Background: an optimization exercise with open tools, aiming at small area, a short achievable clock period and few clock cycles. Do not read the settings as production practice. Only simulation tests tie the RTL to the original design; equivalence was not proved.

Setup of amber:
## raster_top
module raster_top (
    input  logic                clk_i,
    input  logic                nrst_i,
    input  raster_pkg::addr_t   s_awaddr_i,
    input  logic                s_awvalid_i,
    output logic                s_awready_o,
    input  logic [31:0]         s_wdata_i,
    input  logic                s_wvalid_i,
    output logic                s_wready_o,
    output logic                s_bvalid_o,
    input  logic                s_bready_i,
    input  raster_pkg::addr_t   s_araddr_i,
    input  logic                s_arvalid_i,
    output logic                s_arready_o,
    output logic [31:0]         s_rdata_o,
    output logic                s_rvalid_o,
    input  logic                s_rready_i
);
==> flow/config.mk <==
export PLATFORM = sky130hd
export DESIGN_NAME = raster_top
export DESIGN_NICKNAME = raster_top
export VERILOG_FILES = /design/flow/design.v
export SDC_FILE = /design/flow/constraint.sdc
export NUM_CORES = 8
export LEC_CHECK = 0
export ABC_AREA = 1
export ABC_CLOCK_PERIOD_IN_PS = 40000
export CAP_MARGIN = 20
export CELL_PAD_IN_SITES_DETAIL_PLACEMENT = 1
export CELL_PAD_IN_SITES_GLOBAL_PLACEMENT = 2
export CORE_MARGIN = 2
export CORE_UTILIZATION = 35
export GPL_ROUTABILITY_DRIVEN = 1
export SLEW_MARGIN = 20
==> flow/constraint.sdc <==
create_clock -name core_clock -period 220.0 [get_ports {clk_i}]
set_input_delay 44.0000 -clock core_clock [delete_from_list [all_inputs] [get_ports {clk_i}]]
set_output_delay 44.0000 -clock core_clock [all_outputs]
set_load 0.01 [all_outputs]
standard.sh (not shown) runs the stock make flow with config.mk's settings and CLKGATE_MAP_FILE= SYNTH_SCRIPT=/design/flow/synth_recipe.tcl, a recipe that flattens the netlist after the stock synthesis.
==> flow/flow/run.sh <==
#!/bin/bash
# Own flow: the standard layout (standard.sh, unchanged synthesis) with
# two changes: port buffers are buf_2 instead of the default delay buffer,
# and the timing repair steps improve every path whose slack is below the
# margin, so the paths from the inputs and to the outputs get sized too.
set -o pipefail
export BUFFER_PORTS_ARGS="-buffer_cell sky130_fd_sc_hd__buf_2"
export SETUP_SLACK_MARGIN=174.8
bash standard.sh > standard.log 2>&1
Testbench counts of amber, summed over its fixed seeds: cycles 33,684.
For indigo, these inputs were changed with respect to amber:
Settings: CTS_CLUSTER_DIAMETER newly set to 150; CTS_CLUSTER_SIZE newly set to 16.
diff --git a/flow/flow/run.sh b/flow/flow/run.sh
--- a/flow/flow/run.sh
+++ b/flow/flow/run.sh
@@ -7,3 +7,3 @@
 export BUFFER_PORTS_ARGS="-buffer_cell sky130_fd_sc_hd__buf_2"
-export SETUP_SLACK_MARGIN=174.8
+export SETUP_SLACK_MARGIN=175.2
 bash standard.sh > standard.log 2>&1
Notes after the runs:
- indigo: flow completed, timing, DRC and antenna clean
- Area taken by flip-flops and latches: amber vs indigo — no meaningful difference
- Global-route usage over all layers: indigo vs amber, no meaningful difference
- indigo ended with less endpoint arrival time on the critical path than amber.
- The worst setup path startpoint comes out rdata_q[30] in one run and awrdy_q in the other, namely in amber and indigo respectively.
- indigo against amber: portion of the clock cycle consumed by the worst path in the final layout shows no meaningful change.
- Comparing amber with indigo, the clock latency of the later-clocked register in the worst-skew pair came out essentially unchanged.
- Measured against each other, amber and indigo differ in vias per cell, the lower figure coming from amber.
- In indigo relative to amber, first-iteration DRC count had gone down by a few percent.
Setup changes, indigo to yarrow
diff --git a/flow/flow/run.sh b/flow/flow/run.sh
--- a/flow/flow/run.sh
+++ b/flow/flow/run.sh
@@ -7,3 +7,4 @@
 export BUFFER_PORTS_ARGS="-buffer_cell sky130_fd_sc_hd__buf_2"
-export SETUP_SLACK_MARGIN=175.2
+export SETUP_SLACK_MARGIN=175.0
+export MATCH_CELL_FOOTPRINT=0
 bash standard.sh > standard.log 2>&1
==> comparison <==
- In the metrics for yarrow and indigo, the one carrying the higher clock period minus worst slack is yarrow.
- yarrow packs its core looser than indigo.
## Diff of input files: cedar against yarrow
diff --git a/flow/flow/run.sh b/flow/flow/run.sh
--- a/flow/flow/run.sh
+++ b/flow/flow/run.sh
@@ -7,3 +7,3 @@
 export BUFFER_PORTS_ARGS="-buffer_cell sky130_fd_sc_hd__buf_2"
-export SETUP_SLACK_MARGIN=175.0
+export SETUP_SLACK_MARGIN=174.6
 export MATCH_CELL_FOOTPRINT=0
==> comparison <==
For cedar, the launch point of the critical path was rdata_q[18], unlike yarrow, where it was awrdy_q.
Cell area | cedar vs yarrow | cedar smaller
cedar: full flow OK, the timing, design-rule and antenna checks passed
Delta (cedar minus yarrow): worst hold slack moved down; worst setup slack moved down.

Another version of the RTL of raster_top (not shown whole).
Size in the first run: roughly 88 I/O pins, ~0.061 mm^2 of cells after synthesis.
==> flow/config.mk <==
export PLATFORM = sky130hd
export DESIGN_NAME = raster_top
export DESIGN_NICKNAME = raster_top
export VERILOG_FILES = /design/flow/design.v
export SDC_FILE = /design/flow/constraint.sdc
export NUM_CORES = 8
export LEC_CHECK = 0
export ABC_AREA = 1
export ABC_CLOCK_PERIOD_IN_PS = 40000
export CAP_MARGIN = 20
export CELL_PAD_IN_SITES_DETAIL_PLACEMENT = 1
export CELL_PAD_IN_SITES_GLOBAL_PLACEMENT = 2
export CORE_MARGIN = 2
export CORE_UTILIZATION = 35
export CTS_CLUSTER_DIAMETER = 150
export CTS_CLUSTER_SIZE = 20
export GPL_ROUTABILITY_DRIVEN = 1
export PLACE_DENSITY = 0.75
export SLEW_MARGIN = 20
==> flow/constraint.sdc <==
create_clock -name core_clock -period 220.0 [get_ports {clk_i}]
set_input_delay 44.0000 -clock core_clock [delete_from_list [all_inputs] [get_ports {clk_i}]]
set_output_delay 44.0000 -clock core_clock [all_outputs]
set_load 0.01 [all_outputs]
==> flow/flow/run.sh <==
#!/bin/bash
# Own flow: the standard layout (standard.sh, unchanged synthesis) with
# two changes: port buffers are buf_2 instead of the default delay buffer,
# and the timing repair steps improve every path whose slack is below the
# margin, so the paths from the inputs and to the outputs get sized too.
set -o pipefail
export BUFFER_PORTS_ARGS="-buffer_cell sky130_fd_sc_hd__buf_2"
export SETUP_SLACK_MARGIN=174.6
bash standard.sh > standard.log 2>&1
Testbench counts at the start, summed over its fixed seeds: cycles 33,452.
Next try:
PLACE_DENSITY = not set   (was 0.75)
After rerunning: Die area is unchanged; routed wire length climbs by 6.7%; final area is about the same; worst setup slack gets worse by 74 ps; via count went down by about 0.65%; synthesized area does not change; hold slack barely changes; global-route usage increases by 2.1 points; clock skew increases by 6.1 ps; sequential share of layout area hardly moves.
Next try:
--- a/flow/flow/run.sh
+++ b/flow/flow/run.sh
@@ -6,3 +6,3 @@
 set -o pipefail
-export BUFFER_PORTS_ARGS="-buffer_cell sky130_fd_sc_hd__buf_2"
+export BUFFER_PORTS_ARGS="-buffer_cell sky130_fd_sc_hd__buf_4"
 export SETUP_SLACK_MARGIN=174.6
CTS_CLUSTER_SIZE = 16   (was 20)
=> Cell area went up by 0.73%. Synthesized area is unchanged. Routed wire length stays flat. Synthesized cell count is unchanged. Critical path depth does not change. Clock skew went down by 12 ps. Worst setup slack gets better by 12 ps. Global-route usage went up by 0.12 points. Die area stays the same. First-iteration DRC count went down by 5.0%.
Next try:
--- a/flow/flow/run.sh
+++ b/flow/flow/run.sh
@@ -6,3 +6,3 @@
 set -o pipefail
-export BUFFER_PORTS_ARGS="-buffer_cell sky130_fd_sc_hd__buf_4"
+export BUFFER_PORTS_ARGS="-buffer_cell sky130_fd_sc_hd__buf_2"
 export SETUP_SLACK_MARGIN=174.6
Non-clock buffer count is lower by 1.
Fmax stays flat.
Routed wire length is about the same.
Cell area went down by 0.37%.
Register-to-register slack loses 110 ps.
Setup slack loses 42 ps.
Via count came out higher by 0.46%.
Global-route usage hardly moves.

Setup of JK:
Starting RTL as in the previous note.
clock: 220.0 ns
lec_check: 0
abc_area: 1
abc_clock_period_in_ps: 40000
cap_margin: 20
cell_pad_in_sites_detail_placement: 0
cell_pad_in_sites_global_placement: 0
core_margin: 2
core_utilization: 35
cts_cluster_diameter: 150
cts_cluster_size: 20
gpl_routability_driven: 1
slew_margin: 20
==> flow/flow/run.sh <==
#!/bin/bash
# Own flow: the standard layout (standard.sh, unchanged synthesis) with
# two changes: port buffers are buf_2 instead of the default delay buffer,
# and the timing repair steps improve every path whose slack is below the
# margin, so the paths from the inputs and to the outputs get sized too.
set -o pipefail
export BUFFER_PORTS_ARGS="-buffer_cell sky130_fd_sc_hd__buf_2"
export SETUP_SLACK_MARGIN=174.6
bash standard.sh > standard.log 2>&1
Testbench counts of JK, summed over its fixed seeds: cycles 33,452.
Setup changes, JK to MS
Settings: swapping 1 for 0 in GPL_ROUTABILITY_DRIVEN; swapping 0 for 1 in CELL_PAD_IN_SITES_DETAIL_PLACEMENT; swapping 0 for 2 in CELL_PAD_IN_SITES_GLOBAL_PLACEMENT.
--- outcome ---
JK → MS: delay of the slowest critical-path stage saw an increase, fmax ~0 delta. The global-route wire length before repair of MS is higher than that of JK.

Setup of v10:
raster_top with an RTL version that a note above also has.
Size: ~7300 cells after synthesis, roughly 770 flip-flops, about 61000 um^2 of cells after synthesis.
export LEC_CHECK = 0
export ABC_AREA = 1
export ABC_CLOCK_PERIOD_IN_PS = 40000
export CAP_MARGIN = 20
export CELL_PAD_IN_SITES_DETAIL_PLACEMENT = 1
export CELL_PAD_IN_SITES_GLOBAL_PLACEMENT = 2
export CORE_MARGIN = 2
export CORE_UTILIZATION = 35
export CTS_CLUSTER_DIAMETER = 150
export CTS_CLUSTER_SIZE = 16
export GPL_ROUTABILITY_DRIVEN = 1
export SLEW_MARGIN = 20
create_clock -name core_clock -period 220.0 [get_ports {clk_i}]
Scripts as last shown in full above: flow/flow/run.sh
Looking at the reports, v10 completed the entire flow and the layout it produced met the timing, design-rule and antenna checks.
Testbench counts of v10, summed over its fixed seeds: cycles 33,684.
## Diff of input files: v50 against v10
--- a/flow/flow/run.sh
+++ b/flow/flow/run.sh
@@ -6,4 +6,4 @@
 set -o pipefail
 export BUFFER_PORTS_ARGS="-buffer_cell sky130_fd_sc_hd__buf_2"
-export SETUP_SLACK_MARGIN=174.6
+export SETUP_SLACK_MARGIN=174.8
 bash standard.sh > standard.log 2>&1
--- outcome ---
Clock latency on the worst-skew pair: v10 and v50 compared, higher one is v50. Final worst clock skew came out higher on v50 than on v10. Global router's overall resource usage in v50 is 0.20 points below v10.
> inputs changed (v50 -> v46)
Settings: CTS_CLUSTER_SIZE: 16 -> 20.
- Compared v46 against v50; total number of vias within noise.
- v46: shortest clock period the worst path allows after layout 0.040 ns below v50
- As far as critical path depth goes, v50 and v46 are indistinguishable; the numbers are identical.
- Looking at v46 and v50, the half-perimeter wire length of the detailed placement result is a wash.
- | global-route usage | v50 vs v46 | ≈ equal |
- Relative to v50, the cell area measured on v46 has decreased slightly.
- Changes observed in v46 relative to v50: post-route met1 wirelength lower; wire length has remained practically unchanged.
diff inputs: v46 => v40
Settings: CTS_CLUSTER_SIZE changed from 20 to 16; SLEW_MARGIN changed from 20 to 0; CAP_MARGIN changed from 20 to 0.
Results
- Proportion of cell area spent on the clock network in v40 is 0.29 points above v46.
- Going from v46 to v40, count of clock-buffer cells in the layout grew by more than 10%.
- The area growth from synthesis to layout number comes out higher for v40 vs v46.
- Between v46 and v40, the difference in net count reported at finish is negligible.
- On utilization of the core after routing, v46 and v40 are neck and neck.
- In terms of number of standard cells in the layout, taps in and fillers out, v40 and v46 differ only marginally.
- Compared v46 against v40; global-route total usage across every layer within noise.
- v40 vs. v46: hold slack went up by 0.0045 ns, wire length essentially unchanged, setup slack went down 0.060 ns.

static timing again, ports no longer ideal:
In the flow no input, the clock included, has a driving cell. The finished layouts below were timed again as built, in two steps. Step 1: set_driving_cell puts a clkbuf_16 on clk_i and a buf_2 on each other input, an assumption about the parent block. Step 2 moves the port delays by t, midway between the first and last clock arrival at a register: inputs arrive t later, outputs are due t later. That takes back most of the time a late clock gives input paths. Three values: ideal ports, drivers, drivers and shift; two values: the first two.
run | shift t [ns] | setup slack, ns | hold slack, ns | worst setup path after step 2 | worst register clock-pin slew, ns
amber | 0.845 | 174.406 / 174.320 / 174.030 | 0.464 / 0.464 / 0.464 | input to register | 0.07 / 0.07
indigo | 0.838 | 174.688 / 174.593 / 174.396 | 0.471 / 0.471 / 0.471 | input to register | 0.10 / 0.10
yarrow | 0.838 | 174.651 / 174.558 / 174.261 | 0.479 / 0.479 / 0.479 | input to register | 0.10 / 0.10
cedar | 0.833 | 174.405 / 174.312 / 173.925 | 0.469 / 0.469 / 0.469 | input to register | 0.10 / 0.10
the first run of note 2 | 0.778 | 174.625 / 174.578 / 173.911 | 0.475 / 0.475 / 0.475 | input to register | 0.11 / 0.11
the second run of note 2 | 0.778 | 174.551 / 174.467 / 173.890 | 0.477 / 0.477 / 0.477 | input to register | 0.11 / 0.11
the third run of note 2 | 0.820 | 174.563 / 174.474 / 173.884 | 0.475 / 0.475 / 0.475 | input to register | 0.10 / 0.10
the fourth run of note 2 | 0.846 | 174.521 / 174.428 / 173.914 | 0.476 / 0.476 / 0.476 | input to register | 0.10 / 0.10
JK | 0.788 | 174.618 / 174.655 / 173.877 | 0.466 / 0.466 / 0.466 | input to register | 0.11 / 0.11
MS | 0.781 | 174.609 / 174.517 / 173.916 | 0.468 / 0.468 / 0.468 | input to register | 0.11 / 0.11
v10 | 0.833 | 174.405 / 174.312 / 173.925 | 0.469 / 0.469 / 0.469 | input to register | 0.10 / 0.10
v50 | 0.853 | 174.386 / 174.293 / 173.989 | 0.469 / 0.469 / 0.469 | input to register | 0.10 / 0.10
v46 | 0.834 | 174.426 / 174.334 / 174.058 | 0.471 / 0.471 / 0.471 | input to register | 0.11 / 0.11
v40 | 0.857 | 174.366 / 174.282 / 174.050 | 0.476 / 0.476 / 0.476 | input to register | 0.10 / 0.10
After both steps every run listed still meets setup and hold. For JK, which loses most, drivers alone change the setup slack by +0.037 ns; drivers and shift together by -0.741 ns.
